Context: an optimization exercise on an open-source flow, tuned for a short achievable clock period and few clock cycles. The choices shown serve that exercise and are no tape-out recipe.
Where RTL was checked, it was by simulation tests only, not by an equivalence proof against the original.
For runs 1, 4 and 5, only the layout was checked, not whether the RTL still works.
Power figures rest on the tool's default switching activity, not on a simulated workload.

==> design.v <==
package proc_pkg;
    typedef enum logic [5-1:0] {
        op_rtype = 5'b00000,
        op_j     = 5'b00001,
        op_bne   = 5'b00010,
        op_jal   = 5'b00011,
        op_jr    = 5'b00100,
        op_addi  = 5'b00101,
        op_blt   = 5'b00110,
        op_sw    = 5'b00111,
        op_lw    = 5'b01000
    } opcode_e;
    typedef enum logic [5-1:0] {
        alu_add = 5'd0,
        alu_sub = 5'd1,
        alu_and = 5'd2,
        alu_or  = 5'd3,
        alu_sll = 5'd4,
        alu_sra = 5'd5
    } alu_op_e;
    typedef struct packed {
        opcode_e                   opcode;
        logic [5-1:0] rd;
        logic [5-1:0] rs;
        logic [5-1:0] rt;
        logic [4:0]                shamt;
        alu_op_e                   alu_op;
        logic [1:0]                spare;
    } insn_t;
    typedef struct packed {
        logic [32-1:0] pc;
        insn_t                 insn;
    } if_id_t;
    typedef struct packed {
        logic [32-1:0] pc;
        logic [32-1:0] a;
        logic [32-1:0] b;
        insn_t                 insn;
    } id_ex_t;
    typedef struct packed {
        logic [32-1:0] result;
        logic [32-1:0] b;
        insn_t                 insn;
    } ex_mem_t;
    typedef struct packed {
        logic [32-1:0] result;
        logic [32-1:0] load_data;
        insn_t                 insn;
    } mem_wb_t;
    typedef struct packed {
        logic                      en;
        logic [5-1:0] idx;
        logic [32-1:0]     data;
    } rf_write_t;
    typedef struct packed {
        logic [32-1:0] addr;
        logic [32-1:0] data;
        logic                  wren;
    } dmem_req_t;
endpackage
module proc_ks_add #(
    parameter int W = 32
) (
    input  logic [W-1:0] x,
    input  logic [W-1:0] y,
    input  logic         cin,
    output logic [W-1:0] s,
    output logic         cout
);
    localparam int L = 5;
    logic [W-1:0] p0;
    logic [W-1:0] g [0:L];
    logic [W-1:0] p [0:L];
    assign p0 = x ^ y;
    always_comb begin
        g[0] = x & y;
        g[0][0] = (x[0] & y[0]) | (p0[0] & cin);
        p[0] = p0;
    end
    for (genvar l = 0; l < L; l++) begin : g_lvl
        for (genvar i = 0; i < W; i++) begin : g_bit
            if (i >= (1 << l)) begin : g_comb
                assign g[l+1][i] = g[l][i] | (p[l][i] & g[l][i-(1<<l)]);
                assign p[l+1][i] = p[l][i] & p[l][i-(1<<l)];
            end else begin : g_pass
                assign g[l+1][i] = g[l][i];
                assign p[l+1][i] = p[l][i];
            end
        end
    end
    assign s    = p0 ^ {g[L][W-2:0], cin};
    assign cout = g[L][W-1];
endmodule
module cpu_top (
    input  logic                      clock,
    input  logic                      arst_n,
    output logic [32-1:0]     imem_addr,
    input  logic [32-1:0]     imem_rdata,
    output logic [32-1:0]     dmem_addr,
    output logic [32-1:0]     dmem_wdata,
    output logic                      dmem_wren,
    input  logic [32-1:0]     dmem_rdata,
    output logic [5-1:0] rf_raddr_a,
    output logic [5-1:0] rf_raddr_b,
    input  logic [32-1:0]     rf_rdata_a,
    input  logic [32-1:0]     rf_rdata_b,
    output logic                      rf_wen,
    output logic [5-1:0] rf_widx,
    output logic [32-1:0]     rf_wdata
);
    localparam logic [4:0] OP_R    = 5'd0;
    localparam logic [4:0] OP_J    = 5'd1;
    localparam logic [4:0] OP_BNE  = 5'd2;
    localparam logic [4:0] OP_JAL  = 5'd3;
    localparam logic [4:0] OP_JR   = 5'd4;
    localparam logic [4:0] OP_ADDI = 5'd5;
    localparam logic [4:0] OP_BLT  = 5'd6;
    localparam logic [4:0] OP_SW   = 5'd7;
    localparam logic [4:0] OP_LW   = 5'd8;
    logic [31:0] pc;
    logic [31:0] ras;
    logic [255:0] bp;
    logic [7:0]  bp_idx_n;
    logic        u_valid;
    logic [7:0]  u_idx;
    logic        u_taken;
    logic        r_redirect;
    logic        d_valid;
    logic [31:0] d_insn;
    logic [31:0] d_pc1;
    logic [7:0]  d_pcl;
    logic        d_pred_taken;
    logic [31:0] d_pred_npc;
    logic [4:0]  d_ra;
    logic [4:0]  d_rb;
    logic        e_valid;
    logic        e_writes;
    logic [4:0]  e_dest;
    logic        e_is_lw;
    logic        e_is_sw;
    logic        e_is_r;
    logic        e_is_jal;
    logic        e_is_bne;
    logic        e_is_blt;
    logic        e_is_jr;
    logic        e_s_sum;
    logic        e_s_sub;
    logic        e_s_and;
    logic        e_s_or;
    logic        e_s_sll;
    logic        e_s_sra;
    logic        e_s_pc1;
    logic [4:0]  e_shamt;
    logic [31:0] e_op2;
    logic [31:0] e_a;
    logic [31:0] e_b;
    logic [31:0] e_pc1;
    logic [7:0]  e_pcl;
    logic [31:0] e_brtgt;
    logic        e_pred_taken;
    logic [31:0] e_pred_npc;
    logic        m_writes;
    logic [4:0]  m_dest;
    logic        m_is_lw;
    logic        m_wren;
    logic [31:0] m_result;
    logic [31:0] m_sdata;
    logic        w_en;
    logic [4:0]  w_idx;
    logic [31:0] w_data;
    logic [31:0] f_insn;
    logic [4:0]  f_op;
    logic [31:0] f_pc1;
    logic [31:0] f_imm;
    logic [31:0] f_target;
    logic [31:0] f_brtgt;
    logic        f_is_br;
    logic        f_pred_taken;
    logic [31:0] f_pred_npc;
    assign imem_addr = pc;
    assign f_insn    = imem_rdata;
    assign f_op      = f_insn[31:27];
    proc_ks_add i_f_pc1 (.x(pc), .y(32'd0), .cin(1'b1), .s(f_pc1), .cout());
    assign f_imm     = {{15{f_insn[16]}}, f_insn[16:0]};
    assign f_target  = {{5{f_insn[26]}}, f_insn[26:0]};
    logic [15:0] f_lo;
    logic        f_c16;
    logic [15:0] f_hi_p1;
    logic [15:0] f_hi_m1;
    proc_ks_add #(.W(16)) i_f_lo (.x(pc[15:0]), .y(f_insn[15:0]), .cin(1'b1), .s(f_lo), .cout(f_c16));
    proc_ks_add #(.W(16)) i_f_hi_p1 (.x(pc[31:16]), .y(16'd0), .cin(1'b1), .s(f_hi_p1), .cout());
    proc_ks_add #(.W(16)) i_f_hi_m1 (.x(pc[31:16]), .y(16'hffff), .cin(1'b0), .s(f_hi_m1), .cout());
    always_comb begin
        if (f_c16 == f_insn[16]) begin
            f_brtgt = {pc[31:16], f_lo};
        end else if (f_c16) begin
            f_brtgt = {f_hi_p1, f_lo};
        end else begin
            f_brtgt = {f_hi_m1, f_lo};
        end
    end
    assign f_is_br   = (f_op == OP_BNE) || (f_op == OP_BLT);
    assign f_pred_taken = f_is_br && (f_insn[16] || bp[~bp_idx_n]);
    always_comb begin
        if ((f_op == OP_J) || (f_op == OP_JAL)) begin
            f_pred_npc = f_target;
        end else if (f_op == OP_JR) begin
            f_pred_npc = ras;
        end else if (f_pred_taken) begin
            f_pred_npc = f_brtgt;
        end else begin
            f_pred_npc = f_pc1;
        end
    end
    logic [4:0]  d_op;
    logic [4:0]  d_rd;
    logic [31:0] d_imm;
    logic        d_is_r;
    logic        d_is_addi;
    logic        d_is_lw;
    logic        d_is_sw;
    logic        d_is_bne;
    logic        d_is_blt;
    logic        d_is_jr;
    logic        d_is_jal;
    logic        d_uses_a;
    logic        d_uses_b;
    logic [4:0]  d_dest;
    logic        d_writes;
    logic        stall;
    logic        d_mhit_a;
    logic        d_mhit_b;
    logic [31:0] m_wdata;
    logic [31:0] d_a;
    logic [31:0] d_b;
    assign d_op      = d_insn[31:27];
    assign d_rd      = d_insn[26:22];
    assign d_imm     = {{15{d_insn[16]}}, d_insn[16:0]};
    assign d_is_r    = d_op == OP_R;
    assign d_is_addi = d_op == OP_ADDI;
    assign d_is_lw   = d_op == OP_LW;
    assign d_is_sw   = d_op == OP_SW;
    assign d_is_bne  = d_op == OP_BNE;
    assign d_is_blt  = d_op == OP_BLT;
    assign d_is_jr   = d_op == OP_JR;
    assign d_is_jal  = d_op == OP_JAL;
    assign d_uses_a  = d_is_r || d_is_addi || d_is_lw || d_is_sw || d_is_bne || d_is_blt;
    assign d_uses_b  = d_is_r || d_is_bne || d_is_blt || d_is_jr || d_is_sw;
    assign d_dest    = d_is_jal ? 5'd31 : d_rd;
    logic d_func_sub;
    logic d_func_and;
    logic d_func_or;
    logic d_func_sll;
    logic d_func_sra;
    assign d_func_sub = d_insn[6:2] == 5'd1;
    assign d_func_and = d_insn[6:2] == 5'd2;
    assign d_func_or  = d_insn[6:2] == 5'd3;
    assign d_func_sll = d_insn[6:2] == 5'd4;
    assign d_func_sra = d_insn[6:2] == 5'd5;
    assign d_writes  = (d_is_r || d_is_addi || d_is_lw || d_is_jal) && (d_dest != 5'd0);
    assign rf_raddr_a = d_ra;
    assign rf_raddr_b = d_rb;
    assign stall = d_valid && e_valid && e_is_lw && e_writes &&
                   ((d_uses_a && (d_ra == e_dest)) || (d_uses_b && (d_rb == e_dest)));
    assign m_wdata  = m_is_lw ? dmem_rdata : m_result;
    assign d_mhit_a = m_writes && (m_dest == d_ra);
    assign d_mhit_b = m_writes && (m_dest == d_rb);
    assign d_a      = d_mhit_a ? m_wdata : rf_rdata_a;
    assign d_b      = d_mhit_b ? m_wdata : rf_rdata_b;
    logic [31:0] d_brtgt;
    proc_ks_add i_d_brtgt (.x(d_pc1), .y(d_imm), .cin(1'b0), .s(d_brtgt), .cout());
    logic e_fwd_a;
    logic e_fwd_b;
    assign e_fwd_a = e_writes && !e_is_lw && (e_dest == d_ra);
    assign e_fwd_b = e_writes && !e_is_lw && (e_dest == d_rb);
    logic        d_use_imm;
    logic [31:0] d_op2;
    assign d_use_imm = d_is_addi || d_is_lw || d_is_sw;
    assign d_op2     = d_use_imm ? d_imm : d_b;
    logic [31:0] a;
    logic [31:0] b;
    logic [31:0] sum;
    logic [31:0] diff_ab;
    logic [31:0] result;
    logic        ne;
    logic        lt;
    logic        taken;
    logic        mispredict;
    logic [31:0] redirect_pc;
    assign a = e_a;
    assign b = e_b;
    logic        ge_ba;
    proc_ks_add i_sum     (.x(a), .y(e_op2), .cin(1'b0), .s(sum), .cout());
    proc_ks_add i_diff_ab (.x(a), .y(~b), .cin(1'b1), .s(diff_ab), .cout());
    proc_ks_add i_cmp (.x({~b[31], b[30:0]}), .y(~{~a[31], a[30:0]}), .cin(1'b1), .s(), .cout(ge_ba));
    logic [31:0] sll_a;
    logic [31:0] sra_a;
    assign sll_a = a << e_shamt;
    assign sra_a = $signed(a) >>> e_shamt;
    assign result = ({32{e_s_sum}} & sum) | ({32{e_s_sub}} & diff_ab) |
                    ({32{e_s_and}} & (a & b)) | ({32{e_s_or}} & (a | b)) |
                    ({32{e_s_sll}} & sll_a) | ({32{e_s_sra}} & sra_a) |
                    ({32{e_s_pc1}} & e_pc1);
    assign ne    = b != a;
    assign lt    = !ge_ba;
    assign taken = (e_is_bne && ne) || (e_is_blt && lt);
    logic e_live;
    assign e_live = e_valid && !r_redirect;
    assign mispredict = e_live &&
                        (((e_is_bne || e_is_blt) && (taken != e_pred_taken)) ||
                         (e_is_jr && (b != e_pred_npc)));
    logic        r_is_jr;
    logic        r_taken;
    logic [31:0] r_b;
    logic [31:0] r_brtgt;
    logic [31:0] r_pc1;
    always_comb begin
        if (r_is_jr) begin
            redirect_pc = r_b;
        end else if (r_taken) begin
            redirect_pc = r_brtgt;
        end else begin
            redirect_pc = r_pc1;
        end
    end
    assign dmem_addr  = m_result;
    assign dmem_wdata = m_sdata;
    assign dmem_wren  = m_wren;
    assign rf_wen   = w_en;
    assign rf_widx  = w_idx;
    assign rf_wdata = w_data;
    always_ff @(posedge clock or negedge arst_n) begin
        if (!arst_n) begin
            pc       <= 32'h0000_0000;
            bp_idx_n <= 8'hff;   
            ras      <= '0;
        end else begin
            if (r_redirect) begin
                pc       <= redirect_pc;
                bp_idx_n <= ~redirect_pc[7:0];
            end else if (!stall) begin
                pc       <= f_pred_npc;
                bp_idx_n <= ~f_pred_npc[7:0];
            end
            if (f_op == OP_JAL) begin
                ras <= f_pc1;
            end
        end
    end
    always_ff @(posedge clock or negedge arst_n) begin
        if (!arst_n) begin
            d_valid <= 1'b0;
        end else if (!stall) begin
            d_valid <= !r_redirect;
        end else if (r_redirect) begin
            d_valid <= 1'b0;
        end
    end
    always_ff @(posedge clock) begin
        if (!stall) begin
            d_insn       <= f_insn;
            d_pc1        <= f_pc1;
            d_pcl        <= pc[7:0];
            d_pred_taken <= f_pred_taken;
            d_pred_npc   <= ras;
            d_ra         <= f_insn[21:17];
            d_rb         <= (f_op[2:1] == 2'b00) ? f_insn[16:12] : f_insn[26:22];
        end
    end
    always_ff @(posedge clock or negedge arst_n) begin
        if (!arst_n) begin
            e_valid      <= 1'b0;
            e_writes     <= 1'b0;
        end else begin
            e_valid      <= d_valid && !r_redirect && !stall;
            e_writes     <= d_valid && !r_redirect && !stall && d_writes;
        end
    end
    always_ff @(posedge clock) begin
        e_dest       <= d_dest;
        e_is_lw      <= d_is_lw;
        e_is_sw      <= d_is_sw;
        e_is_r       <= d_is_r;
        e_is_jal     <= d_is_jal;
        e_is_bne     <= d_is_bne;
        e_is_blt     <= d_is_blt;
        e_is_jr      <= d_is_jr;
        e_s_sum      <= d_use_imm || (d_is_r && !d_func_sub && !d_func_and && !d_func_or &&
                                      !d_func_sll && !d_func_sra);
        e_s_sub      <= d_is_r && d_func_sub;
        e_s_and      <= d_is_r && d_func_and;
        e_s_or       <= d_is_r && d_func_or;
        e_s_sll      <= d_is_r && d_func_sll;
        e_s_sra      <= d_is_r && d_func_sra;
        e_s_pc1      <= d_is_jal;
        e_shamt      <= d_insn[11:7];
        e_a          <= e_fwd_a ? result : d_a;
        e_b          <= e_fwd_b ? result : d_b;
        e_op2        <= (e_fwd_b && !d_use_imm) ? result : d_op2;
        e_pc1        <= d_pc1;
        e_pcl        <= d_pcl;
        e_brtgt      <= d_brtgt;
        e_pred_taken <= d_pred_taken;
        e_pred_npc   <= d_pred_npc;
    end
    always_ff @(posedge clock or negedge arst_n) begin
        if (!arst_n) begin
            m_writes <= 1'b0;
            m_wren   <= 1'b0;
            w_en     <= 1'b0;
        end else begin
            m_writes <= e_writes && !r_redirect;
            m_wren   <= e_live && e_is_sw;
            w_en     <= m_writes;
        end
    end
    always_ff @(posedge clock) begin
        m_dest   <= e_dest;
        m_is_lw  <= e_is_lw;
        m_result <= result;
        m_sdata  <= b;
        w_idx    <= m_dest;
        w_data   <= m_wdata;
    end
    always_ff @(posedge clock or negedge arst_n) begin
        if (!arst_n) begin
            r_redirect    <= 1'b0;
            u_valid       <= 1'b0;
            bp            <= '0;
        end else begin
            r_redirect    <= mispredict;
            u_valid       <= e_live && (e_is_bne || e_is_blt);
            if (u_valid) begin
                bp[u_idx] <= u_taken;
            end
        end
    end
    always_ff @(posedge clock) begin
        r_is_jr       <= e_is_jr;
        r_taken       <= taken;
        r_b           <= b;
        r_brtgt       <= e_brtgt;
        r_pc1         <= e_pc1;
        u_idx         <= e_pcl;
        u_taken       <= taken;
    end
endmodule
==> flow/run.sh <==
#!/bin/bash
# The standard layout, with timing repair aiming somewhat below the clock
# period: repair_timing keeps working until the setup slack reaches
# SETUP_SLACK_MARGIN. Make's output goes to standard.log, ORFS's own logs to
# orfs/logs.
set -euo pipefail
bash standard.sh SETUP_SLACK_MARGIN=5.8 finish > standard.log 2>&1
==> standard.sh <==
#!/bin/bash
# synth_recipe.tcl (not shown) runs the flow's synth.tcl, then flattens the netlist and writes it again
# the make line also repeats each setting of config.mk as NAME=value (left out here)
make -C /OpenROAD-flow-scripts/flow DESIGN_CONFIG=/design/flow/config.mk WORK_HOME=/design/flow/orfs CLKGATE_MAP_FILE= SYNTH_SCRIPT=/design/flow/synth_recipe.tcl "${@:-finish}"
==> config.mk <==
export PLATFORM = sky130hd
export DESIGN_NAME = cpu_top
export DESIGN_NICKNAME = cpu_top
export VERILOG_FILES = /design/flow/design.v
export SDC_FILE = /design/flow/constraint.sdc
export NUM_CORES = 4
export LEC_CHECK = 0
export ABC_CLOCK_PERIOD_IN_PS = 2000
export CAP_MARGIN = 20
export CORE_MARGIN = 2
export CORE_UTILIZATION = 40
export SETUP_SLACK_MARGIN = 5
export SLEW_MARGIN = 20
export TNS_END_PERCENT = 100
==> constraint.sdc <==
create_clock -name core_clock -period 9.0 [get_ports {clock}]
set_input_delay 1.8000 -clock core_clock [delete_from_list [all_inputs] [get_ports {clock}]]
set_output_delay 1.8000 -clock core_clock [all_outputs]
set_load 0.01 [all_outputs]
==> flow_summary.yaml, run 1 <==
cts:
  cts.hold.buffers_added: 0
  cts_htree_levels: 3
  cts_sinks: 850
  cts_tree: "yes"
  cts_made_buffers: 92
  clk_latency_ps: 710
  clk_pin_slew_worst_paths_ps: 60
  root_buffer: "clkbuf_16"
  ctsLongestPathBuffers: 3
power_and_ir_drop:
  p_per_area_nw_per_um2: 247
  total_power_mw: 13.8
  p_sw_mw: 4.78
  p_leak_nw: 23.7
  intPower_mw: 8.98
  combPwrFrac_pct: 31.8
  swShare_pct: 34.7
  ir_drop_mv: 0.188
  p_clk_share_pct: 29.6
  pwr-share-seq_pct: 38.6
sta:
  setup-violations-final: 0
  hold_viol_final: 0
  rsz0062_at_grt: "yes"
  min_period_ps: 4240
  slew_viol_final: 0
  skew_ps: 53.0
  finalCritPeriodShare_pct: 47.1
  max_slew_margin_pct: 20.2
  tightestPinTransition_ps: 1190
  fin_tns_setup_ps: 0
  clock.fmax_mhz: 236
critical_path:
  path_max_fanout: 5
  ff2ff_setup_slack_ps: 4840
  crit_type: "in2reg"
  cp.arrival_ps: 4820
  crit_required_ps: 9580
  startpoint_type: "input pin"
  r2r-end: "pc[20]"
  rr_startpoint: "bp_idx_n[0]"
  endpoint_kind: "register"
  reg2reg_depth: 15
grt:
  antenna_found_initial: 12
  grt_pass1_vias: 36000
  grt_max_degree: 121
  grt_usage_pct: 28.1
  grt_pass1_wl_um: 235000
  overflow: 0
min_path:
  min_path_type: "reg2reg"
  min-delay-start: "e_brtgt[6]"
  worstHoldEndpoint: "r_brtgt[6]"
  hold_depth: 0
final_layout:
  syn_to_final_growth_pct: 28.0
  fin_nets: 5239
  drive_gt1_share_pct: 23.9
  final_common_cell: "o21ai_0"
  n_fill_cell: 9722
  finalCoreUtilization_pct: 51.4
  layout_common_cells: "582 x o21ai_0, 411 x nand2_1, 342 x dfxtp_1"
synthesis:
  dominantRegCellSynth: "dfxtp_1"
  avgSynthCellArea_um2: 9.73
  ys_seq_area_share_pct: 45.4
  synth_nets: 4827
  synthDistinctLibCells: 88
  synth_warnings: 487
  async_flop_share_pct: 39.5
  postSynthCellCount: 4481
  netlist_area_um2: 43600
  synth_edf_count: 110
  ys_ff_latch: 850
route:
  ant_nets: 0
  wl_um: 162000
  drc: 0
  via_count: 37000
  via_per_inst: 5.79
  wl_per_cell_um: 25.4
  drtIter0Drc: 2992
  first_pass_iters: 5
floorplan:
  die_h_um: 334
  io_pins: 275
  start_util_pct: 40.2
  die_x_um: 334
  core_area_um2: 109000
  fp-row-count: 121
  design.die.area_um2: 112000
run:
  drv_cap: 0
placed_design:
  hpwlAfterDp_um: 111000
  gp_congestion: 0.968
  numPortBuffers: 274
run_status:
  outcome: "complete, no violations"
## sequential cells by signal, summed over array words and instances, names as in the netlist, 32 cells and up
name        count
bp            256
d_insn         32
d_pc1          32
d_pred_npc     32
e_a            32
e_b            32
e_brtgt        32
e_op2          32
e_pc1          32
e_pred_npc     32
m_result       32
m_sdata        32
pc             32
r_brtgt        32
r_pc1          32
ras            32
w_data         32
## worst max-delay path, stage by stage
cell             delay (ps)
clkdlybuf4s50_1         540
ha_4                    240
and2_1                  170
o21ai_1                 150
o211ai_1                110
buf_4                   170
a41o_4                  250
or3_4                   360
or2_4                   250
or3_4                   340
nand2_1                  70
o31ai_1                  60
a221o_1                 310
## repair_timing
action,4_1_cts,5_1_grt
pin swaps,139,142
gates cloned,15,1
endpoints found under the setup margin,575,398
resized for setup,806,234
buffers inserted,167,70
## synthesized netlist by cell type (15+ instances only)
master       n  share of area, %
and2_1      15              0.22
o21a_1      20              0.34
o21ai_0    664               7.6
nand3_1     48              0.55
nand4_1     27              0.39
o2111ai_1   17              0.34
mux4_2      69               3.6
a22oi_1     23              0.40
a21o_1      48              0.83
nor3_1      53              0.61
clkbuf_1   202               1.7
xor2_1      51               1.0
nand2_1    434               3.7
a221oi_1    32              0.64
dfxtp_1    404                19
nor4_1      18              0.26
mux2i_1    185               4.2
o31ai_1     17              0.29
and3_1      33              0.47
o22ai_1     20              0.29
nor2_1     331               2.8
nor2b_1     33              0.47
dfrtp_1    328                19
edfxtp_1   110               7.6
ha_1       212               6.1
a21oi_1    197               2.3
o211ai_1    86               1.5
buf_1       30              0.26
nand2b_1    41              0.59
or3_1       17              0.24
o21bai_1    24              0.41
a31oi_1     17              0.24
xnor2_1    125               2.5
inv_1      194               1.7
mux2_2     128               3.3
## metal layers
layer | vias to the layer above | wire (µm) | track usage [%]
li1 | 16900 | - | -
met1 | 18100 | 65500 | 35.9
met2 | 1613 | 74900 | 45.4
met3 | 434 | 11800 | 4.82
met4 | 12 | 9770 | 14.9
met5 | - | 79 | 0
## through the flow
step,hold slack (ps),setup WS [ps],instance area [µm²],cells
3_5_place_dp,312,2960,47700,5960
6_report,281,4760,55800,6389
4_1_cts,278,4630,54300,6314
3_3_place_gp,310,2980,47700,5960
2_1_floorplan,310,4300,43900,4481
5_1_grt,282,4670,55800,6387
## layout make-up
cell class	instances	area (µm²)	area share, %
clock buffers	125	2580	4.62
flip-flops and latches	850	20000	35.8
repair buffers	575	5560	9.95
multi-input cells	3173	24400	43.8
inverters	199	786	1.41
well taps	1414	1770	3.17
clock inverters	47	687	1.23
diodes	4	10.0	0.0179
repair inverters	2	12.5	0.0224
## worst max path at each step
stage | from | to | slack [ps]
after floorplan | imem_rdata[0] | pc[20] | 4300
after global placement | imem_rdata[0] | pc[20] | 2980
after detailed placement | imem_rdata[0] | pc[20] | 2960
after CTS | imem_rdata[0] | pc[20] | 4630
after global routing | imem_rdata[0] | pc[20] | 4670
final | imem_rdata[8] | pc[20] | 4760
## logic make-up after synthesis
logic type                 share of synthesized area, %
AOI/OAI and AO/OA                                  17.8
and+or+nand+nor                                    11.1
DFF                                                45.4
buffers and inverters                              4.27
muxes                                              11.5
adders and majority gates                          6.27
xor gates and xnor gates                           3.54
## power groups by stage
stage               Sequential, mW  Combinational [mW]  Clock [mW]
global placement              5.49                3.18           0
detailed placement            5.50                3.21           0
floorplan                     5.08                2.29           0
global route                  5.39                4.66        4.26
finish                        5.32                4.38        4.07
CTS                           5.31                4.00        4.13
==> run 2: changes to the inputs <==
--- a/design.v
+++ b/design.v
@@ -183,22 +183,9 @@
     proc_ks_add i_f_pc1 (.x(pc), .y(32'd0), .cin(1'b1), .s(f_pc1), .cout());
     assign f_imm     = {{15{f_insn[16]}}, f_insn[16:0]};
     assign f_target  = {{5{f_insn[26]}}, f_insn[26:0]};
-    logic [15:0] f_lo;
-    logic        f_c16;
-    logic [15:0] f_hi_p1;
-    logic [15:0] f_hi_m1;
-    proc_ks_add #(.W(16)) i_f_lo (.x(pc[15:0]), .y(f_insn[15:0]), .cin(1'b1), .s(f_lo), .cout(f_c16));
-    proc_ks_add #(.W(16)) i_f_hi_p1 (.x(pc[31:16]), .y(16'd0), .cin(1'b1), .s(f_hi_p1), .cout());
-    proc_ks_add #(.W(16)) i_f_hi_m1 (.x(pc[31:16]), .y(16'hffff), .cin(1'b0), .s(f_hi_m1), .cout());
-    always_comb begin
-        if (f_c16 == f_insn[16]) begin
-            f_brtgt = {pc[31:16], f_lo};
-        end else if (f_c16) begin
-            f_brtgt = {f_hi_p1, f_lo};
-        end else begin
-            f_brtgt = {f_hi_m1, f_lo};
-        end
-    end
+    logic [9:0] f_brtgt_lo;
+    proc_ks_add #(.W(10)) i_f_brtgt (.x(f_pc1[9:0]), .y(f_insn[9:0]), .cin(1'b0), .s(f_brtgt_lo), .cout());
+    assign f_brtgt = {f_pc1[31:10], f_brtgt_lo};
     assign f_is_br   = (f_op == OP_BNE) || (f_op == OP_BLT);
     assign f_pred_taken = f_is_br && (f_insn[16] || bp[~bp_idx_n]);
     always_comb begin
@@ -304,10 +291,13 @@
     assign ne    = b != a;
     assign lt    = !ge_ba;
     assign taken = (e_is_bne && ne) || (e_is_blt && lt);
+    logic tgt_ok;
+    assign tgt_ok = e_pred_npc == e_brtgt;
     logic e_live;
     assign e_live = e_valid && !r_redirect;
     assign mispredict = e_live &&
-                        (((e_is_bne || e_is_blt) && (taken != e_pred_taken)) ||
+                        (((e_is_bne || e_is_blt) &&
+                          (taken ? !(e_pred_taken && tgt_ok) : e_pred_taken)) ||
                          (e_is_jr && (b != e_pred_npc)));
     logic        r_is_jr;
     logic        r_taken;
@@ -362,7 +352,7 @@
             d_pc1        <= f_pc1;
             d_pcl        <= pc[7:0];
             d_pred_taken <= f_pred_taken;
-            d_pred_npc   <= ras;
+            d_pred_npc   <= f_pred_npc;
             d_ra         <= f_insn[21:17];
             d_rb         <= (f_op[2:1] == 2'b00) ? f_insn[16:12] : f_insn[26:22];
         end
--- a/flow/run.sh
+++ b/flow/run.sh
@@ -4,4 +4,4 @@
 # SETUP_SLACK_MARGIN. Make's output goes to standard.log, ORFS's own logs to
 # orfs/logs.
 set -euo pipefail
-bash standard.sh SETUP_SLACK_MARGIN=5.8 finish > standard.log 2>&1
+bash standard.sh SETUP_SLACK_MARGIN=6.0 finish > standard.log 2>&1
==> run 2 against run 1 <==
Clock skew down 9.7 ps. Die area rose by 3.2%. Flip-flop and latch count is the same. Register-to-register slack improved by 690 ps. Global-route usage rose by 0.19 points. Non-clock buffer count increased by 57. Critical path depth is 1 lower. Fmax is 22% higher. Synthesized cell count rose by 1.1%. Design area up 4.7%. Final cell count is 3.1% higher. Count of clock-buffer cells in the layout increased by 13. Largest cell class unchanged.
==> flow_summary.yaml, run 2 <==
route:
  ant_nets: 0
  drtIter0Drc: 4517
  via_count: 38800
  first_pass_iters: 6
  wl_per_cell_um: 25.8
  via_per_inst: 5.88
  drc: 0
  wl_um: 170000
sta:
  slew_viol_final: 0
  setup_slack_ps: 5530
  fin_tns_setup_ps: 0
  tightestPinTransition_ps: 1170
  whs_ps: 325
  clock.fmax_mhz: 288
  rsz0062_at_grt: "yes"
  max_slew_margin_pct: 21.7
  skew_ps: 43.3
  min_period_ps: 3470
  setup-violations-final: 0
  hold_viol_final: 0
  finalCritPeriodShare_pct: 38.6
synthesis:
  netlist_area_um2: 45000
  dominantRegCellSynth: "dfxtp_1"
  synthDistinctLibCells: 92
  yosysMostFrequentCell: "nand2_1"
  synth_warnings: 427
  synth_top_area_share_pct: 18.2
  ys_ff_latch: 850
  avgSynthCellArea_um2: 9.93
  async_flop_share_pct: 39.5
  ys_seq_area_share_pct: 44.0
  synth_commonest_cells: "614 x nand2_1, 404 x dfxtp_1, 337 x o21ai_0"
  yosysTopAreaCell: "dfrtp_1"
  synth_nets: 4868
  synth_edf_count: 110
  synthTopCellsByArea: "dfrtp_1 18%, dfxtp_1 18%, edfxtp_1 7.3%, ha_1 5.6%, mux4_2 5.6%"
  postSynthCellCount: 4531
critical_path:
  crit_chain: "buf_6 -> buf_12 -> mux4_2 -> mux4_2 -> a311oi_4 -> buf_6 -> a211oi_4 -> buf_6 -> buf_6 -> mux2i_4 -> nor3_2 -> o31ai_1"
  ff2ff_setup_slack_ps: 5530
  crit_start: "bp_idx_n[0]"
  path_max_fanout: 5
  cp_common_cell: "buf_6"
  slowest_delay_ps: 680
  rr_startpoint: "bp_idx_n[0]"
  slowest_stage: "dfstp_4"
  crit_required_ps: 9550
  endpoint: "pc[2]"
  cp.arrival_ps: 4020
  reg2reg_depth: 12
  startpoint_type: "register"
  crit_type: "reg2reg"
  endpoint_kind: "register"
  r2r-end: "pc[2]"
cts:
  cts_sinks: 850
  root_buffer: "clkbuf_16"
  clk_latency_ps: 710
  clk_pin_slew_worst_paths_ps: 60
  cts.hold.buffers_added: 0
  cts_htree_levels: 3
  cts_tree: "yes"
  ctsLongestPathBuffers: 3
  cts_made_buffers: 94
grt:
  overflow: 0
  grt_use_met3_pct: 7.97
  use_met2_pct: 39.9
  grt_usage_pct: 28.3
  top_usage_layer: "met1"
  grtUsageMet1_pct: 41.7
  antenna_found_initial: 3
  grt_pass1_wl_um: 246000
  grt_max_degree: 134
  grt_pass1_vias: 36500
power_and_ir_drop:
  p_sw_mw: 5.04
  ir_drop_mv: 0.165
  p_clk_share_pct: 28.9
  pwr-share-seq_pct: 37.8
  p_leak_nw: 24.3
  swShare_pct: 35.6
  combPwrFrac_pct: 33.3
  intPower_mw: 9.14
  total_power_mw: 14.2
  p_per_area_nw_per_um2: 243
placed_design:
  hpwlAfterDp_um: 115000
  dp_cells: 6105
  place_ws_ps: 4370
  numPortBuffers: 274
  gp_congestion: 0.977
  place_area_um2: 49400
final_layout:
  finalCoreUtilization_pct: 52.1
  fin_nets: 5345
  largest_register_ffs: 256
  syn_to_final_growth_pct: 29.9
  final_common_cell: "nand2_1"
  design_area_um2: 58400
  stdcell_count: 6587
  drive_gt1_share_pct: 29.7
  layout_common_cells: "603 x nand2_1, 302 x dfrtp_1, 293 x dfxtp_1"
  regMostFlops: "bp"
floorplan:
  die_h_um: 339
  core_area_um2: 112000
  io_pins: 275
  start_util_pct: 40.2
  design.die.area_um2: 115000
  die_x_um: 339
  fp-row-count: 123
min_path:
  hold_depth: 0
  min_path_type: "reg2reg"
run_status:
  outcome: "complete, no violations"
run:
  drv_cap: 0
run 2: cell types whose count changed in the layout (fill, tap and decap cells not counted), sizes merged, moves of 19 or more:
cell	before	now
a22o	6	107
nand2	434	614
mux4	76	126
buf	328	501
nand3	48	67
o21ai	667	338
dlygate4sd2	101	4
run 2: what timing repair did:
action	CTS	global route
setup endpoints to repair	654	429
gates resized for setup	1226	298
setup buffers	185	104
pin swaps	113	136
cloned	13	4
run 2: worst max-delay path, delay by kind of cell (launching register included):
| kind | cells | cell delay [ps] |
|---|---|---|
| compound gates | 3 | 500 |
| simple gates | 1 | 250 |
| flops | 1 | 680 |
| mux | 3 | 1190 |
| buf+inv | 5 | 680 |
run 2: worst min-delay path by stage:
stage | startpoint | to
floorplan | e_pcl[0] | u_idx[0]
global placement | e_pcl[4] | u_idx[4]
detailed placement | e_pcl[3] | u_idx[3]
CTS | e_pcl[2] | u_idx[2]
global route | e_pcl[1] | u_idx[1]
finish | e_pcl[0] | u_idx[0]
run 2: layer usage:
metal / wire length [µm] / vias up
met5: 12 / -
met4: 5580 / 2
met3: 18900 / 319
met2: 69900 / 2053
met1: 75500 / 19200
li1: - / 17200
run 2: logic make-up (layout without fill, tap and decap cells):
group	after synthesis	count (layout)	share of synthesized area, %
xor+xnor	184	184	3.58
fa+ha+maj	207	207	5.82
compound gates	1053	1054	15.4
other cells	0	1	0
simple gates	1336	1337	13.2
mux	444	444	13.9
buf+inv	457	1010	4.14
flops	850	850	44.0
run 2: layout make-up:
type	instances	area, µm²
inverter	204	792
tap	1500	1880
sequential	850	20200
antenna	1	2.50
multi-input combinational	3226	26400
timing repair buffer	632	5910
clock buffer	138	2820
clock inverter	36	474
fill	9938	53600
run 2: power groups by stage:
stage               Sequential (mW)  Combinational, mW  Clock, mW
global placement               5.47               3.43          0
global route                   5.41               4.99       4.29
floorplan                      5.04               2.42          0
CTS                            5.34               4.30       4.13
detailed placement             5.49               3.45          0
finish                         5.36               4.72       4.09
Testbench counts of run 2, summed over its fixed seeds: cycles 47,728.
==> run 3: changes to the inputs <==
--- a/flow/run.sh
+++ b/flow/run.sh
@@ -4,4 +4,4 @@
 # SETUP_SLACK_MARGIN. Make's output goes to standard.log, ORFS's own logs to
 # orfs/logs.
 set -euo pipefail
-bash standard.sh SETUP_SLACK_MARGIN=6.0 finish > standard.log 2>&1
+bash standard.sh SETUP_SLACK_MARGIN=5.8 finish > standard.log 2>&1
==> run 3 against run 2 <==
Non-clock buffer count is 81 lower. Register-to-register slack hardly changed. Synthesized cell count stayed put. Count of clock-buffer cells in the layout is 4 lower. Clock power is 2% lower.
==> flow_summary.yaml, run 3 <==
synthesis:
  ys_seq_area_share_pct: 44.0
  yosys.area_share.simple_pct: 13.2
  async_flop_share_pct: 39.5
  avgSynthCellArea_um2: 9.93
  synthMuxAreaShare_pct: 13.9
  synth_nets: 4868
  netlist_area_um2: 45000
  dominantRegCellSynth: "dfxtp_1"
  postSynthCellCount: 4531
  synth_warnings: 427
  synth_xor_area_share_pct: 3.58
  synth_top_area_share_pct: 18.2
  ys_ff_latch: 850
  synth_edf_count: 110
  synth-compound-area-share_pct: 15.4
  synthTopCellsByArea: "dfrtp_1 18%, dfxtp_1 18%, edfxtp_1 7.3%, ha_1 5.6%, mux4_2 5.6%"
  yosysMostFrequentCell: "nand2_1"
  synth_top_family_by_area: "compound AO/OA/AOI/OAI gates"
  synth_commonest_cells: "614 x nand2_1, 404 x dfxtp_1, 337 x o21ai_0"
  synth_fa_ha_area_share_pct: 5.82
  yosysTopAreaCell: "dfrtp_1"
  synthDistinctLibCells: 92
sta:
  slew_viol_final: 0
  clock.fmax_mhz: 287
  finalCritPeriodShare_pct: 38.6
  tightestPinTransition_ps: 1150
  min_period_ps: 3480
  setup-violations-final: 0
  rsz0062_at_grt: "yes"
  max_slew_margin_pct: 23.2
  skew_ps: 64.7
  hold_viol_final: 0
  setup_slack_ps: 5520
  fin_tns_setup_ps: 0
power_and_ir_drop:
  swShare_pct: 35.8
  total_power_mw: 13.7
  pwr-share-seq_pct: 39.3
  p_sw_mw: 4.91
  ir_drop_mv: 0.173
  p_leak_nw: 23.5
  combPwrFrac_pct: 31.3
  p_clk_share_pct: 29.4
  p_per_area_nw_per_um2: 243
  intPower_mw: 8.78
floorplan:
  io_pins: 275
  die_h_um: 339
  design.die.area_um2: 115000
  fp-row-count: 123
  core_area_um2: 112000
  die_x_um: 339
  start_util_pct: 40.2
route:
  drc: 0
  first_pass_iters: 6
  via_count: 38700
  wl_um: 177000
  wl_per_cell_um: 27.2
  ant_nets: 0
  drtIter0Drc: 4409
  via_per_inst: 5.95
critical_path:
  path_max_fanout: 7
  crit_type: "reg2reg"
  crit_required_ps: 9450
  cp.arrival_ps: 3920
  endpoint_kind: "register"
  startpoint_type: "register"
final_layout:
  regMostFlops: "bp"
  design_area_um2: 56400
  n_fill_cell: 10300
  largest_register_ffs: 256
  layout_common_cells: "608 x nand2_1, 330 x dfxtp_1, 309 x o21ai_0"
  final_common_cell: "nand2_1"
  fin_nets: 5265
  finalCoreUtilization_pct: 50.3
  multi_input_area_um2: 25300
  syn_to_final_growth_pct: 25.3
  seq_area_um2: 20000
  drive_gt1_share_pct: 22.8
placed_design:
  gp_congestion: 0.983
  numPortBuffers: 274
  place_ws_ps: 4190
  hpwlAfterDp_um: 124000
  place_area_um2: 49300
cts:
  clk_latency_ps: 710
  cts_tree: "yes"
  cts.hold.buffers_added: 0
  clk_pin_slew_worst_paths_ps: 60
  cts_sinks: 850
  cts_made_buffers: 94
  ctsLongestPathBuffers: 3
  root_buffer: "clkbuf_16"
  cts_htree_levels: 3
grt:
  grt_pass1_vias: 36700
  grt_usage_pct: 29.5
  grt_pass1_wl_um: 253000
  overflow: 0
  grt_max_degree: 133
  antenna_found_initial: 8
run_status:
  outcome: "complete, no violations"
run:
  drv_cap: 0
min_path:
  min_path_type: "reg2reg"
## run 3: cell count changes in the layout (fill, tap and decap cells not counted), sizes merged, moves of 2 or more
cell,delta
buf,-205
bufbuf,-2
clkbuf,+5
clkdlybuf4s15,+22
clkinvlp,+3
dlygate4sd2,+96
## run 3: critical path: stages, from the launching register on
cell and delay (ps):
dfstp_4 740, buf_12 140, buf_16 130, mux4_2 500, mux4_2 530, a311oi_4 290, buf_4 200, a211oi_4 110
buf_4 170, mux2i_4 180, or2_4 250
## run 3: logic make-up after synthesis
| family | after synthesis |
|---|---|
| buffers and inverters | 457 |
| AND/OR/NAND/NOR | 1336 |
| flip-flops | 850 |
| XOR/XNOR | 184 |
| AO/OA/AOI/OAI | 1053 |
| adder cells (fa/ha/maj) | 207 |
| multiplexers | 444 |
## run 3: per-layer routing
layer,share of wire [%],GRT usage [%],vias to the layer above
li1,-,-,17100
met1,41,39.9,19000
met2,44,45.3,2151
met3,9.9,6.19,446
met4,5.8,13.8,6
met5,0.019,0,-
## run 3: final timing paths
kind	from	to	slack (ps)	cells past startpoint
min in group asynchronous	arst_n	bp[83]	1090	1
min reg2reg	e_pcl[3]	u_idx[3]	320	0
max in group asynchronous	arst_n	r_redirect	6400	2
max	bp_idx_n[0]	d_pred_npc[5]	5520	10
max reg2reg	bp_idx_n[0]	d_pred_npc[5]	5520	10
min	e_pcl[3]	u_idx[3]	320	0
## run 3: final cells by class
cell class / instances / share of cell area (%)
Sequential cell: 850 / 35.6
Inverter: 204 / 1.42
Clock inverter: 39 / 0.908
Timing Repair Buffer: 551 / 9.10
Tap cell: 1500 / 3.33
Multi-Input combinational cell: 3227 / 44.8
Clock buffer: 134 / 4.86
Antenna cell: 2 / 0.00888
## run 3: power by group through the flow
stage,clock [mW],sequential [mW],combinational (mW)
after global placement,0,5.48,3.42
final,4.02,5.38,4.28
after CTS,4.08,5.36,3.93
after detailed placement,0,5.49,3.43
after floorplan,0,5.04,2.37
after global routing,4.23,5.43,4.54
## run 3: what timing repair did
item	CTS	global route
gates cloned	10	4
setup buffers	113	80
pin swaps	33	87
endpoints found under the setup margin	534	240
gates resized for setup	572	254
## run 3: stage by stage
step           instances  hold slack [ps]
2_1_floorplan       4531              310
3_3_place_gp        6125              311
3_5_place_dp        6125              312
4_1_cts             6421              326
5_1_grt             6507              332
6_report            6507              323
==> run 4: changes to the inputs <==
--- a/design.v
+++ b/design.v
@@ -119,16 +119,16 @@
     localparam logic [4:0] OP_LW   = 5'd8;
     logic [31:0] pc;
     logic [31:0] ras;
-    logic [255:0] bp;
-    logic [7:0]  bp_idx_n;
+    logic [31:0] bp;
+    logic [4:0]  bp_idx_n;
     logic        u_valid;
-    logic [7:0]  u_idx;
+    logic [4:0]  u_idx;
     logic        u_taken;
     logic        r_redirect;
     logic        d_valid;
     logic [31:0] d_insn;
     logic [31:0] d_pc1;
-    logic [7:0]  d_pcl;
+    logic [4:0]  d_pcl;
     logic        d_pred_taken;
     logic [31:0] d_pred_npc;
     logic [4:0]  d_ra;
@@ -155,7 +155,7 @@
     logic [31:0] e_a;
     logic [31:0] e_b;
     logic [31:0] e_pc1;
-    logic [7:0]  e_pcl;
+    logic [4:0]  e_pcl;
     logic [31:0] e_brtgt;
     logic        e_pred_taken;
     logic [31:0] e_pred_npc;
@@ -322,15 +322,15 @@
     always_ff @(posedge clock or negedge arst_n) begin
         if (!arst_n) begin
             pc       <= 32'h0000_0000;
-            bp_idx_n <= 8'hff;   
+            bp_idx_n <= 5'h1f;   
             ras      <= '0;
         end else begin
             if (r_redirect) begin
                 pc       <= redirect_pc;
-                bp_idx_n <= ~redirect_pc[7:0];
+                bp_idx_n <= ~redirect_pc[4:0];
             end else if (!stall) begin
                 pc       <= f_pred_npc;
-                bp_idx_n <= ~f_pred_npc[7:0];
+                bp_idx_n <= ~f_pred_npc[4:0];
             end
             if (f_op == OP_JAL) begin
                 ras <= f_pc1;
@@ -350,7 +350,7 @@
         if (!stall) begin
             d_insn       <= f_insn;
             d_pc1        <= f_pc1;
-            d_pcl        <= pc[7:0];
+            d_pcl        <= pc[4:0];
             d_pred_taken <= f_pred_taken;
             d_pred_npc   <= f_pred_npc;
             d_ra         <= f_insn[21:17];
==> run 4 against run 3 <==
Clock skew shrank 9.4 ps. Combinational power shrank 27%. Utilization grew 0.76 points. Clock power shrank 28%. Routed wire length shrank 23%. Synthesized cell count shrank 24%. Still clean. Count of clock-buffer cells in the layout shrank 36. First-iteration DRC count shrank 40%.
==> flow_summary.yaml, run 4 <==
cts:
  cts_sinks: 614
  cts.hold.buffers_added: 0
  cts_htree_levels: 3
  ctsLongestPathBuffers: 3
  clk_pin_slew_worst_paths_ps: 60
  cts_made_buffers: 69
  root_buffer: "clkbuf_16"
  cts_tree: "yes"
  clk_latency_ps: 640
placed_design:
  hpwlAfterDp_um: 102000
  gp_congestion: 1.02
  place_area_um2: 37100
  numPortBuffers: 274
  dp_cells: 4647
final_layout:
  layout_common_cells: "335 x dfxtp_1, 275 x nand2_1, 256 x nor2_1"
  finalCoreUtilization_pct: 51.1
  stdcell_count: 4910
  fin_nets: 4116
  syn_to_final_growth_pct: 26.4
  drive_gt1_share_pct: 20.1
  design_area_um2: 41900
  final_common_cell: "dfxtp_1"
sta:
  rsz0062_at_grt: "yes"
  clock.fmax_mhz: 288
  hold_viol_final: 0
  min_period_ps: 3470
  finalCritPeriodShare_pct: 38.6
  skew_ps: 55.3
  slew_viol_final: 0
  setup-violations-final: 0
  max_slew_margin_pct: 36.6
  fin_tns_setup_ps: 0
  tightestPinTransition_ps: 951
power_and_ir_drop:
  intPower_mw: 6.55
  swShare_pct: 35.2
  p_leak_nw: 17.7
  p_clk_share_pct: 28.8
  p_sw_mw: 3.55
  ir_drop_mv: 0.209
  pwr-share-seq_pct: 40.4
  p_per_area_nw_per_um2: 241
  combPwrFrac_pct: 30.8
route:
  first_pass_iters: 6
  wl_per_cell_um: 27.6
  via_per_inst: 5.90
  via_count: 28900
  drc: 0
  wl_um: 136000
  drtIter0Drc: 2651
  ant_nets: 0
synthesis:
  netlist_area_um2: 33200
  yosysTopAreaCell: "dfxtp_1"
  ys_ff_latch: 614
  postSynthCellCount: 3425
  avgSynthCellArea_um2: 9.69
  dominantRegCellSynth: "dfxtp_1"
  async_flop_share_pct: 17.8
  synthDistinctLibCells: 89
  synth_commonest_cells: "398 x dfxtp_1, 275 x nand2_1, 267 x o21ai_0"
  synth_warnings: 427
  synth_top_area_share_pct: 24.0
  ys_seq_area_share_pct: 41.9
  synth_edf_count: 107
  synth_nets: 3761
  synthTopCellsByArea: "dfxtp_1 24%, edfxtp_1 9.7%, dfrtp_1 7.8%, ha_1 7.6%, mux4_2 4.4%"
  yosysMostFrequentCell: "dfxtp_1"
critical_path:
  cp.buffers_inverters: 3
  slowest_stage: "o41a_4"
  crit_chain: "inv_4 -> ha_4 -> fa_2 -> o21ba_4 -> or4_4 -> and3_4 -> o41a_4 -> o21ai_4 -> buf_6 -> a2111oi_4 -> xnor2_2 -> a221oi_2 -> buf_4 -> o211ai_1"
  crit_required_ps: 9480
  slowest_delay_ps: 480
  path_delay_family: "compound AO/OA/AOI/OAI gates"
  crit_type: "reg2reg"
  cp.arrival_ps: 3960
  endpoint_kind: "register"
  path_max_fanout: 5
  startpoint_type: "register"
grt:
  use_met2_pct: 50.9
  antenna_found_initial: 2
  top_usage_layer: "met2"
  grt_pass1_vias: 27800
  grt_pass1_wl_um: 195000
  grt_max_degree: 74
  grtUsageMet1_pct: 39.6
  grt_usage_pct: 31.0
  grt_use_met3_pct: 4.36
  overflow: 0
floorplan:
  core_area_um2: 82100
  io_pins: 275
  design.die.area_um2: 85200
  die_h_um: 292
  fp-row-count: 105
  die_x_um: 292
  start_util_pct: 40.4
run_status:
  outcome: "complete, no violations"
run:
  drv_cap: 0
min_path:
  min_path_type: "reg2reg"
## run 4: cell types whose count changed in the layout (fill, tap and decap cells not counted), moves of 52 or more
cell / before / now
a22o_1: 107 / 12
buf_4: 213 / 153
dfrtp_1: 304 / 78
nand2_1: 608 / 275
o21ai_0: 309 / 235
xor2_1: 43 / 95
## run 4: final cells by class
type                       count  area, µm²
sequential                   614      14100
clock inverter                29        332
tap                         1070       1340
timing repair buffer         458       4250
fill                        7489      40200
inverter                     183        707
multi-input combinational   2454      19200
clock buffer                  98       2040
antenna                        4       10.0
## run 4: cell families after synthesis
family | share of synthesized area [%]
muxes | 11.7
adders and majority gates | 7.86
DFF | 41.9
AOI/OAI and AO/OA | 16.6
buffers and inverters | 4.24
xor gates and xnor gates | 5.12
and+or+nand+nor | 12.5
## run 4: worst paths after layout
path,from,slack [ps],cells past startpoint,end
worst max-delay path,e_a[0],5530,14,e_op2[28]
worst min-delay path,e_pcl[1],330,0,u_idx[1]
worst max register to register,e_a[0],5530,14,e_op2[28]
worst min register to register,e_pcl[1],330,0,u_idx[1]
max in group asynchronous,arst_n,6360,2,pc[4]
min in group asynchronous,arst_n,1180,1,pc[27]
## run 4: timing repair
item | in CTS | in global routing
pin swaps | 57 | 59
setup buffers | 88 | 40
setup endpoints to repair | 367 | 127
gates cloned | 2 | 2
resized for setup | 453 | 120
## run 4: through the flow
| stage | setup slack [ps] | hold WS (ps) | power [mW] |
|---|---|---|---|
| 6_report | 5530 | 327 | 10.1 |
| 5_1_grt | 5470 | 332 | 10.5 |
| 4_1_cts | 5530 | 328 | 9.89 |
| 3_5_place_dp | 4390 | 314 | 6.81 |
| 3_3_place_gp | 4350 | 312 | 6.80 |
| 2_1_floorplan | 5530 | 310 | 5.60 |
## run 4: routing by layer
| layer | wire length, µm | share of wire [%] |
|---|---|---|
| met1 | 54800 | 40 |
| met2 | 63500 | 47 |
| met3 | 8730 | 6.4 |
| met4 | 8610 | 6.3 |
| met5 | 10 | 0.0074 |
## run 4: worst register-to-register path, cell delays in order, from the launching register on
cell,delay [ps]
dfxtp_4,360
inv_4,40
ha_4,160
fa_2,370
o21ba_4,200
or4_4,430
and3_4,220
o41a_4,480
o21ai_4,240
buf_6,140
a2111oi_4,70
xnor2_2,180
a221oi_2,220
buf_4,180
o211ai_1,90
## run 4: power by group through the flow
stage | clock network (mW) | registers, mW | logic [mW]
finish | 2.91 | 4.09 | 3.11
global route | 3.04 | 4.15 | 3.32
CTS | 2.94 | 4.09 | 2.86
detailed placement | 0 | 4.18 | 2.63
global placement | 0 | 4.17 | 2.63
floorplan | 0 | 3.90 | 1.70
==> run 5: changes to the inputs <==
--- a/flow/run.sh
+++ b/flow/run.sh
@@ -4,4 +4,4 @@
 # SETUP_SLACK_MARGIN. Make's output goes to standard.log, ORFS's own logs to
 # orfs/logs.
 set -euo pipefail
-bash standard.sh SETUP_SLACK_MARGIN=5.8 finish > standard.log 2>&1
+bash standard.sh SETUP_SLACK_MARGIN=6.2 finish > standard.log 2>&1
==> run 5 against run 4 <==
Worst hold slack lost 1.6 ps. Count of clock-buffer cells in the layout increased by 3. Critical path depth down 2. Routed wire length is 4.8% higher. Clock skew fell by 19 ps. Sequential power is essentially flat. Global-route usage up 0.82 points.
==> flow_summary.yaml, run 5 <==
critical_path:
  rr_startpoint: "e_a[0]"
  path_max_fanout: 5
  reg2reg_depth: 12
  slowest_stage: "a221o_1"
  endpoint_kind: "register"
  startpoint_type: "register"
  crit_required_ps: 9510
  crit_type: "reg2reg"
  crit_chain: "inv_4 -> ha_4 -> fa_2 -> o21ba_4 -> or4_4 -> and3_4 -> or3_4 -> a22oi_2 -> buf_4 -> xnor2_2 -> a221o_1 -> mux2_2"
  r2r-end: "e_a[22]"
  slowest_delay_ps: 440
  crit_start: "e_a[0]"
  cp.arrival_ps: 3990
  ff2ff_setup_slack_ps: 5520
floorplan:
  core_area_um2: 82100
  design.die.area_um2: 85200
  die_h_um: 292
  die_x_um: 292
  start_util_pct: 40.4
  io_pins: 275
  fp-row-count: 105
sta:
  setup-violations-final: 0
  min_period_ps: 3480
  fin_tns_setup_ps: 0
  tightestPinTransition_ps: 993
  hold_viol_final: 0
  finalCritPeriodShare_pct: 38.7
  clock.fmax_mhz: 287
  whs_ps: 325
  slew_viol_final: 0
  skew_ps: 36.8
  setup_slack_ps: 5520
  max_slew_margin_pct: 33.8
  rsz0062_at_grt: "yes"
synthesis:
  netlist_area_um2: 33200
  synthTopCellsByArea: "dfxtp_1 24%, edfxtp_1 9.7%, dfrtp_1 7.8%, ha_1 7.6%, mux4_2 4.4%"
  yosysMostFrequentCell: "dfxtp_1"
  ys_ff_latch: 614
  dominantRegCellSynth: "dfxtp_1"
  async_flop_share_pct: 17.8
  yosysTopAreaCell: "dfxtp_1"
  synth_commonest_cells: "398 x dfxtp_1, 275 x nand2_1, 267 x o21ai_0"
  synth_top_area_share_pct: 24.0
  avgSynthCellArea_um2: 9.69
  synth_warnings: 427
  synthDistinctLibCells: 89
  ys_seq_area_share_pct: 41.9
  synth_nets: 3761
  postSynthCellCount: 3425
  synth_edf_count: 107
cts:
  clk_pin_slew_worst_paths_ps: 60
  root_buffer: "clkbuf_16"
  cts_htree_levels: 3
  cts_made_buffers: 70
  ctsLongestPathBuffers: 3
  clk_latency_ps: 640
  cts_sinks: 614
  cts_tree: "yes"
  cts.hold.buffers_added: 0
placed_design:
  place_ws_ps: 4620
  hpwlAfterDp_um: 101000
  gp_congestion: 1.03
  numPortBuffers: 274
grt:
  grt_pass1_vias: 28800
  grt_usage_pct: 31.8
  antenna_found_initial: 4
  overflow: 0
  grt_pass1_wl_um: 200000
  grt_max_degree: 90
power_and_ir_drop:
  pwr-share-seq_pct: 37.8
  p_per_area_nw_per_um2: 237
  ir_drop_mv: 0.260
  intPower_mw: 7.03
  swShare_pct: 35.2
  p_clk_share_pct: 27.7
  combPwrFrac_pct: 34.6
  p_sw_mw: 3.82
  p_leak_nw: 19.1
route:
  drc: 0
  first_pass_iters: 6
  wl_um: 142000
  drtIter0Drc: 2684
  wl_per_cell_um: 27.9
  ant_nets: 0
  via_per_inst: 5.92
  via_count: 30200
min_path:
  min-delay-start: "e_pcl[1]"
  worstHoldEndpoint: "u_idx[1]"
  min_path_type: "reg2reg"
  hold_depth: 0
final_layout:
  fin_nets: 4301
  final_common_cell: "dfxtp_1"
  drive_gt1_share_pct: 33.6
  layout_common_cells: "275 x dfxtp_1, 266 x buf_4, 264 x nand2_1"
  syn_to_final_growth_pct: 37.8
run:
  drv_cap: 0
run_status:
  outcome: "complete, no violations"
[run 5: how the worst max path moves through the flow]
| stage | endpoint |
|---|---|
| after floorplan | pc[8] |
| after CTS | e_op2[24] |
| after global placement | pc[8] |
| final | e_a[22] |
| after global routing | e_a[22] |
| after detailed placement | bp_idx_n[1] |
[run 5: layer usage]
layer	track usage, %	routed length, µm	up-vias
met1	40.9	57100	14900
met5	0	22	-
met2	51.2	64900	1475
li1	-	-	13500
met4	18.9	10500	4
met3	4.22	9630	387
[run 5: area by class of cell]
class	instances	area, µm²
fillers	7040	36400
repair buffers	640	6200
clock inverters	29	392
flip-flops and latches	614	14200
well taps	1070	1340
clock buffers	101	2040
inverters	183	729
multi-input cells	2454	20800
repair inverters	2	22.5
diodes	2	5.00
[run 5: timing repair]
action / 4_1_cts / 5_1_grt
gates resized for setup: 1278 / 270
endpoints found under the hold margin: 0 / 0
buffers inserted: 197 / 105
setup endpoints to repair: 442 / 363
gates cloned: 6 / 7
pin swaps: 122 / 151
[run 5: cells by family after synthesis]
group,after synthesis,share of synthesized area (%)
and+or+nand+nor,887,12.5
muxes,295,11.7
DFF,614,41.9
buffers and inverters,359,4.24
xor gates and xnor gates,194,5.12
AOI/OAI and AO/OA,870,16.6
adders and majority gates,206,7.86
[run 5: worst max-delay path: cells and delay by family, from the launching register on]
kind | cells | cell delay (ps)
DFF | 1 | 360
adders and majority gates | 2 | 500
xor gates and xnor gates | 1 | 70
buffers and inverters | 2 | 210
AOI/OAI and AO/OA | 3 | 910
and+or+nand+nor | 3 | 1020
muxes | 1 | 290
[run 5: stage by stage]
stage	power (mW)	utilization [%]	cells	cell area (µm²)
CTS	10.4	53.2	4981	43600
global route	11.3	55.7	5093	45700
floorplan	5.68	-	3425	34000
finish	10.9	55.7	5095	45700
global placement	6.88	45.8	4648	37600
detailed placement	6.89	45.8	4648	37600
[run 5: power by group through the flow]
stage          sequential [mW]  combinational, mW  clock (mW)
2_1_floorplan             3.91               1.77           0
4_1_cts                   4.08               3.33        3.03
3_3_place_gp              4.17               2.71           0
5_1_grt                   4.15               3.97        3.15
6_report                  4.10               3.75        3.00
3_5_place_dp              4.18               2.72           0
==> run 6: changes to the inputs <==
--- a/design.v
+++ b/design.v
@@ -154,6 +154,8 @@
     logic [31:0] e_op2;
     logic [31:0] e_a;
     logic [31:0] e_b;
+    logic [31:0] e_cb;
+    logic [31:0] e_ca;
     logic [31:0] e_pc1;
     logic [4:0]  e_pcl;
     logic [31:0] e_brtgt;
@@ -279,7 +281,7 @@
     logic        ge_ba;
     proc_ks_add i_sum     (.x(a), .y(e_op2), .cin(1'b0), .s(sum), .cout());
     proc_ks_add i_diff_ab (.x(a), .y(~b), .cin(1'b1), .s(diff_ab), .cout());
-    proc_ks_add i_cmp (.x({~b[31], b[30:0]}), .y(~{~a[31], a[30:0]}), .cin(1'b1), .s(), .cout(ge_ba));
+    proc_ks_add i_cmp (.x(e_cb), .y(e_ca), .cin(1'b1), .s(), .cout(ge_ba));
     logic [31:0] sll_a;
     logic [31:0] sra_a;
     assign sll_a = a << e_shamt;
@@ -288,7 +290,7 @@
                     ({32{e_s_and}} & (a & b)) | ({32{e_s_or}} & (a | b)) |
                     ({32{e_s_sll}} & sll_a) | ({32{e_s_sra}} & sra_a) |
                     ({32{e_s_pc1}} & e_pc1);
-    assign ne    = b != a;
+    assign ne    = !(&(e_cb ^ e_ca));
     assign lt    = !ge_ba;
     assign taken = (e_is_bne && ne) || (e_is_blt && lt);
     logic tgt_ok;
@@ -386,6 +388,8 @@
         e_shamt      <= d_insn[11:7];
         e_a          <= e_fwd_a ? result : d_a;
         e_b          <= e_fwd_b ? result : d_b;
+        e_cb         <= e_fwd_b ? {~result[31], result[30:0]} : {~d_b[31], d_b[30:0]};
+        e_ca         <= e_fwd_a ? {result[31], ~result[30:0]} : {d_a[31], ~d_a[30:0]};
         e_op2        <= (e_fwd_b && !d_use_imm) ? result : d_op2;
         e_pc1        <= d_pc1;
         e_pcl        <= d_pcl;
--- a/flow/run.sh
+++ b/flow/run.sh
@@ -4,4 +4,4 @@
 # SETUP_SLACK_MARGIN. Make's output goes to standard.log, ORFS's own logs to
 # orfs/logs.
 set -euo pipefail
-bash standard.sh SETUP_SLACK_MARGIN=6.2 finish > standard.log 2>&1
+bash standard.sh SETUP_SLACK_MARGIN=5.8 finish > standard.log 2>&1
==> run 6 against run 5 <==
Clock power grew 4%. Global-route usage shrank 3.3 points. Utilization shrank 4.6 points. Flip-flop and latch count grew 32. Setup slack gained 130 ps. Via count shrank 4.3%. Sequential power is essentially flat. Combinational power shrank 23%. Final cell count shrank 1.4%. Worst hold slack gained 1.0 ps. Design area shrank 5.2%. Critical endpoint is now e_ca[30]. Largest cell class unchanged. Largest power group unchanged.
==> flow_summary.yaml, run 6 <==
synthesis:
  dominantRegCellSynth: "dfxtp_1"
  synthTopCellsByArea: "dfxtp_1 25%, edfxtp_1 9.4%, dfrtp_1 7.6%, ha_1 7.4%, mux4_2 5.7%"
  avgSynthCellArea_um2: 9.91
  netlist_area_um2: 34200
  yosysMostFrequentCell: "dfxtp_1"
  yosysTopAreaCell: "dfxtp_1"
  synth_top_area_share_pct: 25.2
  synth_warnings: 427
  async_flop_share_pct: 16.9
  synth_commonest_cells: "430 x dfxtp_1, 271 x o21ai_0, 251 x nor2_1"
  postSynthCellCount: 3450
  ys_ff_latch: 646
  synth_edf_count: 107
  ys_seq_area_share_pct: 42.6
  synthDistinctLibCells: 88
  synth_nets: 3787
placed_design:
  gp_congestion: 0.989
  place_area_um2: 38100
  dp_cells: 4727
  hpwlAfterDp_um: 92900
  place_ws_ps: 4710
  numPortBuffers: 274
critical_path:
  crit_start: "e_a[0]"
  endpoint_kind: "register"
  r2r-end: "e_ca[30]"
  slowest_stage: "a2111o_1"
  cp_common_cell: "buf_4"
  crit_required_ps: 9510
  reg2reg_depth: 16
  endpoint: "e_ca[30]"
  slowest_delay_ps: 510
  cp.arrival_ps: 3860
  ff2ff_setup_slack_ps: 5650
  startpoint_type: "register"
  rr_startpoint: "e_a[0]"
  path_max_fanout: 5
  crit_chain: "inv_4 -> ha_4 -> inv_2 -> fa_2 -> nor2b_4 -> o211ai_1 -> a2111o_1 -> a211oi_4 -> buf_6 -> a2111oi_4 -> buf_4 -> o41ai_4 -> xnor2_1 -> a221oi_2 -> buf_4 -> mux2_2"
  crit_type: "reg2reg"
sta:
  rsz0062_at_grt: "yes"
  min_period_ps: 3350
  setup_slack_ps: 5650
  skew_ps: 39.3
  setup-violations-final: 0
  max_slew_margin_pct: 25.6
  clock.fmax_mhz: 299
  fin_tns_setup_ps: 0
  whs_ps: 326
  tightestPinTransition_ps: 1110
  hold_viol_final: 0
  slew_viol_final: 0
  finalCritPeriodShare_pct: 37.2
cts:
  cts_htree_levels: 3
  clk_pin_slew_worst_paths_ps: 60
  clk_latency_ps: 650
  cts_tree: "yes"
  cts.hold.buffers_added: 0
  ctsLongestPathBuffers: 3
  cts_sinks: 646
  root_buffer: "clkbuf_16"
  cts_made_buffers: 74
power_and_ir_drop:
  ir_drop_mv: 0.146
  p_leak_nw: 18.4
  p_per_area_nw_per_um2: 234
  total_power_mw: 10.1
final_layout:
  drive_gt1_share_pct: 21.1
  fin_nets: 4154
  finalCoreUtilization_pct: 51.1
  n_fill_cell: 7789
  final_common_cell: "dfxtp_1"
  stdcell_count: 5023
  design_area_um2: 43400
  layout_common_cells: "364 x dfxtp_1, 244 x nor2_1, 244 x o21ai_0"
  multi_input_area_um2: 19500
  seq_area_um2: 14700
  syn_to_final_growth_pct: 26.9
floorplan:
  core_area_um2: 84900
  start_util_pct: 40.3
  die_x_um: 296
  fp-row-count: 107
  die_h_um: 296
  io_pins: 275
  design.die.area_um2: 87800
route:
  wl_um: 128000
  via_count: 28900
  ant_nets: 0
  first_pass_iters: 6
  drc: 0
  wl_per_cell_um: 25.5
  via_per_inst: 5.75
  drtIter0Drc: 3182
run:
  drv_cap: 0
grt:
  grt_pass1_vias: 27900
  grt_pass1_wl_um: 184000
  overflow: 0
  grt_max_degree: 79
  grt_usage_pct: 28.5
  antenna_found_initial: 3
min_path:
  min_path_type: "reg2reg"
  min-delay-start: "e_pcl[0]"
run_status:
  outcome: "complete, no violations"
[run 6: cell count changes in the layout (fill, tap and decap cells not counted), sizes merged, moves of 25 or more]
cell,before,now
mux2i,132,165
dfxtp,398,430
buf,515,199
dlygate4sd2,1,137
inv,184,209
nand2,275,240
[run 6: critical path: cells and delay by family (launching register included)]
family,cells,cell delay [ps]
AO/OA/AOI/OAI,6,1300
flip-flops,1,370
AND/OR/NAND/NOR,1,150
XOR/XNOR,1,170
multiplexers,1,250
buffers and inverters,5,640
adder cells (fa/ha/maj),2,350
[run 6: how the worst min path moves through the flow]
stage	endpoint	slack [ps]	cells after the start
floorplan	u_idx[0]	310	0
global placement	u_idx[0]	310	0
detailed placement	u_idx[1]	310	0
CTS	u_idx[4]	320	0
global route	u_idx[0]	330	0
finish	u_idx[0]	330	0
[run 6: per-layer routing]
metal  vias up  routed length (µm)  track usage, %
met3       315               12400            7.49
met4         2                6010            11.0
met1     14000               53800            38.2
met2      1372               56000            43.9
met5         -                  11               0
li1      13200                   -               -
[run 6: repair_timing]
action | CTS | global route
buffers inserted | 106 | 48
pin swaps | 62 | 76
cloned | 3 | 1
resized for setup | 429 | 171
hold endpoints to repair | 0 | 0
endpoints found under the setup margin | 377 | 151
[run 6: kinds of logic (layout without fill, tap and decap cells)]
kind of cell,Yosys count,count (layout),synth area share [%]
muxes,337,337,13.4
xor gates and xnor gates,193,193,4.95
buffers and inverters,391,816,4.48
other,0,3,0
and+or+nand+nor,818,819,11.1
DFF,646,646,42.6
AOI/OAI and AO/OA,858,858,15.8
adders and majority gates,207,207,7.66
[run 6: layout make-up]
type                    instances  share of cell area (%)
multi-input cells            2414                    44.9
well taps                    1144                    3.30
flip-flops and latches        646                    34.0
clock inverters                34                   0.940
diodes                          3                  0.0173
repair buffers                474                    10.1
inverters                     207                    1.86
clock buffers                 101                    4.93
[run 6: power by group]
part | switching [mW] | internal [mW] | leakage [nW]
clock | 1.30 | 1.83 | 1.25
sequential | 0.474 | 3.64 | 6.09
combinational | 1.61 | 1.27 | 11.0
total | 3.38 | 6.74 | 18.4
Testbench counts of run 6, summed over its fixed seeds: cycles 47,641.

afterwards: timing with drivers on the ports:
In the flow no input, the clock included, has a driving cell. The finished layouts below were timed again as built, in two steps.
Step 1: set_driving_cell puts a clkbuf_16 on clock and a buf_2 on each other input, an assumption about the parent block.
Step 2 times the ports against the registers' clock, not the clock port: input delays grow and output delays shrink by t, the midpoint of the rising clock arrivals with the driver on.
Slacks: ideal ports / drivers / drivers and shift; pairs: ideal ports / drivers.
run | t, ns | setup WS [ns] | latest minus earliest clock arrival (ns)
run 1 | 0.748 | 4.760 / 4.720 / 3.972 | 0.054 / 0.055
run 2 | 0.760 | 5.530 / 5.530 / 5.061 | 0.043 / 0.043
run 3 | 0.744 | 5.522 / 5.522 / 4.926 | 0.065 / 0.065
run 4 | 0.679 | 5.529 / 5.529 / 5.150 | 0.055 / 0.056
run 5 | 0.689 | 5.520 / 5.520 / 5.127 | 0.039 / 0.039
run 6 | 0.698 | 5.651 / 5.651 / 5.114 | 0.040 / 0.039
After both steps every run listed still meets setup and hold. For run 1, which loses most, drivers alone change the setup slack by -0.040 ns; drivers and shift together by -0.788 ns.
